Source: an optimization exercise on an open RTL-to-GDS flow (aim: small area and a short achievable clock period). Production flows keep margins and buffers that such runs may drop. Function was checked by simulation only, so behaviour that the tests miss may differ from the original. Power and IR drop assume default switching activity.

## job 6837
## gpio_to_axis_mux_fifo
module gpio_to_axis_mux_fifo #(
    parameter int NUM_CH     = 4,
    parameter int DATA_WIDTH = 32,
    parameter int DEPTH      = 16,
    parameter int WEN_EDGE   = 1,
    parameter int BURST_LEN  = 8
) (
    input  logic                         clk,
    input  logic                         rst_n,
    input  logic                         clr,
    input  logic [NUM_CH-1:0]            wen,
    input  logic [NUM_CH*DATA_WIDTH-1:0] wdata,
    output logic [NUM_CH-1:0]            overflow,
    output logic [DATA_WIDTH-1:0]        m_axis_tdata,
    output logic [gpio_axis_pkg::ch_width(NUM_CH)-1:0] m_axis_tdest,
    output logic                         m_axis_tlast,
    output logic                         m_axis_tvalid,
    input  logic                         m_axis_tready
);
Size: about 4500 cells after synthesis.
Settings: LEC_CHECK=0, ABC_CLOCK_PERIOD_IN_PS=2400, CAP_MARGIN=20, CORE_MARGIN=2, CORE_UTILIZATION=40, CTS_CLUSTER_DIAMETER=100, CTS_CLUSTER_SIZE=25, SETUP_SLACK_MARGIN=2.6, SLEW_MARGIN=20; clock period 5.0 ns.
standard.sh (not shown) runs the stock make flow with config.mk's settings and CLKGATE_MAP_FILE= SYNTH_SCRIPT=/design/flow/synth_recipe.tcl, a recipe that flattens the netlist after the stock synthesis.
==> flow/flow/run.sh <==
#!/bin/bash
# Standard ORFS layout (the standard.sh, standard synthesis unchanged) with
# knobs passed through the environment:
#  - port buffers are plain buf_4 cells instead of the delay-cell buffers that
#    buffer_ports picks by default;
#  - clock tree synthesis without dummy loads, with larger sink clusters;
#  - more setup repair after global routing (flow/post_grt.tcl).
set -euo pipefail
export BUFFER_PORTS_ARGS="-buffer_cell sky130_fd_sc_hd__buf_4"
export CTS_ARGS="-sink_clustering_enable -repair_clock_nets -dont_use_dummy_load -sink_clustering_size 25 -sink_clustering_max_diameter 100"
export POST_GLOBAL_ROUTE_TCL="$PWD/flow/post_grt.tcl"
export FLOW_GRT_MARGIN=2.75
export FLOW_GRT_TNS=20
bash standard.sh > standard_flow.log 2>&1
==> flow/flow/post_grt.tcl <==
# Extra setup repair after global routing, on global-route parasitics, with a
# larger margin than the stage's own repair (detailed routing loses about
# 0.1 ns on the worst paths), done the way global_route.tcl does its repair:
# one pass with every move on the worst endpoints, then a sizing-only pass
# over all endpoints. Then the route guides are written again for detailed
# routing.
log_cmd estimate_parasitics -global_routing
log_cmd repair_timing -setup -setup_margin $::env(FLOW_GRT_MARGIN) -repair_tns $::env(FLOW_GRT_TNS) -verbose
log_cmd repair_timing -setup -setup_margin $::env(FLOW_GRT_MARGIN) -repair_tns 100 -sequence "sizeup,swap" -verbose
log_cmd global_route -start_incremental
log_cmd detailed_placement
log_cmd global_route -end_incremental
log_cmd estimate_parasitics -global_routing
write_guides $::env(RESULTS_DIR)/route.guide
Input changes introduced in job 872 (baseline for comparison: job 6837):
--- a/flow/flow/run.sh
+++ b/flow/flow/run.sh
@@ -7 +7 @@
-#  - more setup repair after global routing (flow/post_grt.tcl).
+#  - one more setup-repair pass after global routing (flow/post_grt.tcl).
@@ -12 +12 @@
-export FLOW_GRT_MARGIN=2.75
+export FLOW_GRT_MARGIN=2.9
--- a/flow/flow/post_grt.tcl
+++ b/flow/flow/post_grt.tcl
@@ -3,4 +3,2 @@
-# 0.1 ns on the worst paths), done the way global_route.tcl does its repair:
-# one pass with every move on the worst endpoints, then a sizing-only pass
-# over all endpoints. Then the route guides are written again for detailed
-# routing.
+# 0.1 ns on the worst paths), done the way global_route.tcl does its repair;
+# then the route guides are written again for detailed routing.
@@ -9 +6,0 @@
-log_cmd repair_timing -setup -setup_margin $::env(FLOW_GRT_MARGIN) -repair_tns 100 -sequence "sizeup,swap" -verbose
Notes after the runs:
From job 6837 to job 872 the numbers moved as follows: highest fanout seen on the critical path higher; wire length reported by the detailed router higher; total via count in the routed design higher; data required time of the critical path higher.
Comparing job 872 and job 6837, the lower multi-input gate area in the final layout is on job 6837.
The setup slack after layout of job 872 is lower than that of job 6837.
[compare] base=job 6837 new=job 872: area added between synthesis and finish rose 1.2 points, largest stage delay on the critical path fell 70 ps.
Inputs modified between job 872 and job 7830:
- SETUP_SLACK_MARGIN changed from 2.6 to 2.9
--- a/flow/flow/run.sh
+++ b/flow/flow/run.sh
@@ -3 +3 @@
-# knobs passed through the environment:
+# two knobs passed through the environment:
@@ -6,2 +6 @@
-#  - clock tree synthesis without dummy loads, with larger sink clusters;
-#  - one more setup-repair pass after global routing (flow/post_grt.tcl).
+#  - clock tree synthesis without dummy loads, with larger sink clusters.
@@ -11,3 +9,0 @@
-export POST_GLOBAL_ROUTE_TCL="$PWD/flow/post_grt.tcl"
-export FLOW_GRT_MARGIN=2.9
-export FLOW_GRT_TNS=20
removed: flow/flow/post_grt.tcl
[summary]
The upper clock frequency limit of job 7830 is lower than that of job 872.
Measured against each other, job 7830 and job 872 differ in routed wire length, the lower figure coming from job 872.
Job 7830 has clock buffer instance count of the final layout above what job 872 had.
Job 7830 vs. job 872: post-placement worst setup slack higher, worst hold slack moved down.
Delta(global router's overall resource usage, job 7830 - job 872) > 0
Between job 872 and job 7830, the flow reports starting DRC count in detailed routing increasing by more than 10%.
Diff job 7830..job 872 | top-level I/O count | negligible
Modified inputs, job 8687 compared to job 7830
- SETUP_SLACK_MARGIN changed from 2.9 to 2.6
- CORE_UTILIZATION changed from 40 to 50
--- a/flow/flow/run.sh
+++ b/flow/flow/run.sh
@@ -3 +3 @@
-# two knobs passed through the environment:
+# knobs passed through the environment:
@@ -6 +6,2 @@
-#  - clock tree synthesis without dummy loads, with larger sink clusters.
+#  - clock tree synthesis without dummy loads, with larger sink clusters;
+#  - one more setup-repair pass after global routing (flow/post_grt.tcl).
@@ -9,0 +11,3 @@
+export POST_GLOBAL_ROUTE_TCL="$PWD/flow/post_grt.tcl"
+export FLOW_GRT_MARGIN=2.75
+export FLOW_GRT_TNS=20
==> flow/flow/post_grt.tcl (new file) <==
# Extra setup repair after global routing, on global-route parasitics, with a
# larger margin than the stage's own repair (detailed routing loses about
# 0.1 ns on the worst paths), done the way global_route.tcl does its repair;
# then the route guides are written again for detailed routing.
log_cmd estimate_parasitics -global_routing
log_cmd repair_timing -setup -setup_margin $::env(FLOW_GRT_MARGIN) -repair_tns $::env(FLOW_GRT_TNS) -verbose
log_cmd global_route -start_incremental
log_cmd detailed_placement
log_cmd global_route -end_incremental
log_cmd estimate_parasitics -global_routing
write_guides $::env(RESULTS_DIR)/route.guide
[summary]
- For job 7830, the endpoint of the most critical setup path was g_ch[3].u_fifo.mem[6][10], unlike job 8687, where it was m_axis_tdata[22].
- In job 8687, the clock latency reported for the late side of the worst-skew pair came out 30 ps below the value in job 7830.
- Number of instances resized during post-cts repair, job 7830 and job 8687, lower one = job 8687.
- Compared with job 7830, job 8687 ends up with a smaller final cell area.
- Re die outline height: job 8687 is about 10% down on job 7830.
- The library cell contributing the largest single delay on the critical path comes out dfxtp_2 in one run and dfxtp_1 in the other, namely in job 8687 and job 7830 respectively.
> inputs changed (job 8687 -> job 3702)
- a change of CORE_UTILIZATION from 50 to 40
--- a/flow/flow/run.sh
+++ b/flow/flow/run.sh
@@ -3 +3 @@
-# knobs passed through the environment:
+# two knobs passed through the environment:
@@ -6,2 +6 @@
-#  - clock tree synthesis without dummy loads, with larger sink clusters;
-#  - one more setup-repair pass after global routing (flow/post_grt.tcl).
+#  - clock tree synthesis without dummy loads, with larger sink clusters.
@@ -11,3 +9,0 @@
-export POST_GLOBAL_ROUTE_TCL="$PWD/flow/post_grt.tcl"
-export FLOW_GRT_MARGIN=2.75
-export FLOW_GRT_TNS=20
removed: flow/flow/post_grt.tcl
Notes after the runs:
- Job 3702 finished every step from synthesis to the final layout, and the layout passed the timing, design-rule and antenna checks.
- Between job 3702 and job 8687, it is job 3702 whose area added between synthesis and finish is lower, by 1.0 points.
- Going from job 8687 to job 3702, post-CTS resize count down 4, count of endpoints failing hold in the final timing report flat, post-layout worst setup margin down 53 ps.
- Going from job 8687 to job 3702, the part of the power in combinational logic was found to have gone down by 0.3 points.
- NOTE: layout buffer count excluding clock buffers in job 3702 falls short of that of job 8687
For job 2936, these inputs were changed with respect to job 3702:
--- a/flow/flow/run.sh
+++ b/flow/flow/run.sh
@@ -3 +3 @@
-# two knobs passed through the environment:
+# knobs passed through the environment:
@@ -6 +6,2 @@
-#  - clock tree synthesis without dummy loads, with larger sink clusters.
+#  - clock tree synthesis without dummy loads, with larger sink clusters;
+#  - one more setup-repair pass after global routing (flow/post_grt.tcl).
@@ -9,0 +11,3 @@
+export POST_GLOBAL_ROUTE_TCL="$PWD/flow/post_grt.tcl"
+export FLOW_GRT_MARGIN=2.75
+export FLOW_GRT_TNS=20
==> flow/flow/post_grt.tcl (new file) <==
# Extra setup repair after global routing, on global-route parasitics, with a
# larger margin than the stage's own repair (detailed routing loses about
# 0.1 ns on the worst paths), done the way global_route.tcl does its repair;
# then the route guides are written again for detailed routing.
log_cmd estimate_parasitics -global_routing
log_cmd repair_timing -setup -setup_margin $::env(FLOW_GRT_MARGIN) -repair_tns $::env(FLOW_GRT_TNS) -verbose
log_cmd global_route -start_incremental
log_cmd detailed_placement
log_cmd global_route -end_incremental
log_cmd estimate_parasitics -global_routing
write_guides $::env(RESULTS_DIR)/route.guide
[summary]
Job 2936 finished every stage and its layout cleared the timing, design-rule and antenna checks.
Peak per-stage delay on the critical path was higher in the run labelled job 3702.
Final design area excluding fillers ends up higher on job 2936.
Changes observed in job 2936 relative to job 3702: total power density per cell area shrank by 4.6 mW/mm², worst setup slack grew by 120 ps, non-clock buffer total of the final layout grew by about 13%, proportion of cell area occupied by multi-input gates grew by 0.27 points.
Higher post-route clock period utilization goes to job 3702 over job 2936.
Per the comparison of job 2936 with job 3702, average vias per placed instance shows a reduction of 0.032, minimum clock period went down 120 ps.
On post-route total power, job 3702 tracks job 2936 almost exactly.

## re-timing with driven ports
No port has a modelled driver above. Below, the same layouts with a new extraction and two added sets of constraints. Step 1, drivers: a clkbuf_16 drives clk and a buf_2 each remaining input, both assumed. Step 2 adds t to the input delays and takes it off the output delays; t is the mean of the earliest and latest rising clock arrival at the registers after step 1. Input paths then give back, and output paths get back, about the clock's delay inside the block. Three values: no drivers, after step 1, after step 2; two values: the first two.
| run | t, ns | slack for setup (ns) | slew at the worst register clock pin (ns) | worst slew at a driven data input, ns |
|---|---|---|---|---|
| job 6837 | 0.847 | 2.628 / 2.538 / 1.940 | 0.11 / 0.11 | 0.12 |
| job 872 | 0.854 | 2.603 / 2.530 / 1.972 | 0.11 / 0.11 | 0.12 |
| job 7830 | 0.852 | 2.519 / 2.502 / 1.960 | 0.11 / 0.11 | 0.12 |
| job 8687 | 0.843 | 2.553 / 2.552 / 1.951 | 0.11 / 0.11 | 0.10 |
| job 3702 | 0.845 | 2.499 / 2.499 / 2.044 | 0.11 / 0.11 | 0.12 |
| job 2936 | 0.845 | 2.618 / 2.534 / 1.969 | 0.11 / 0.11 | 0.12 |
After both steps every run listed still meets setup and hold. The setup slack of job 6837, which loses most, moves by -0.090 ns with the drivers and by -0.688 ns with both steps.
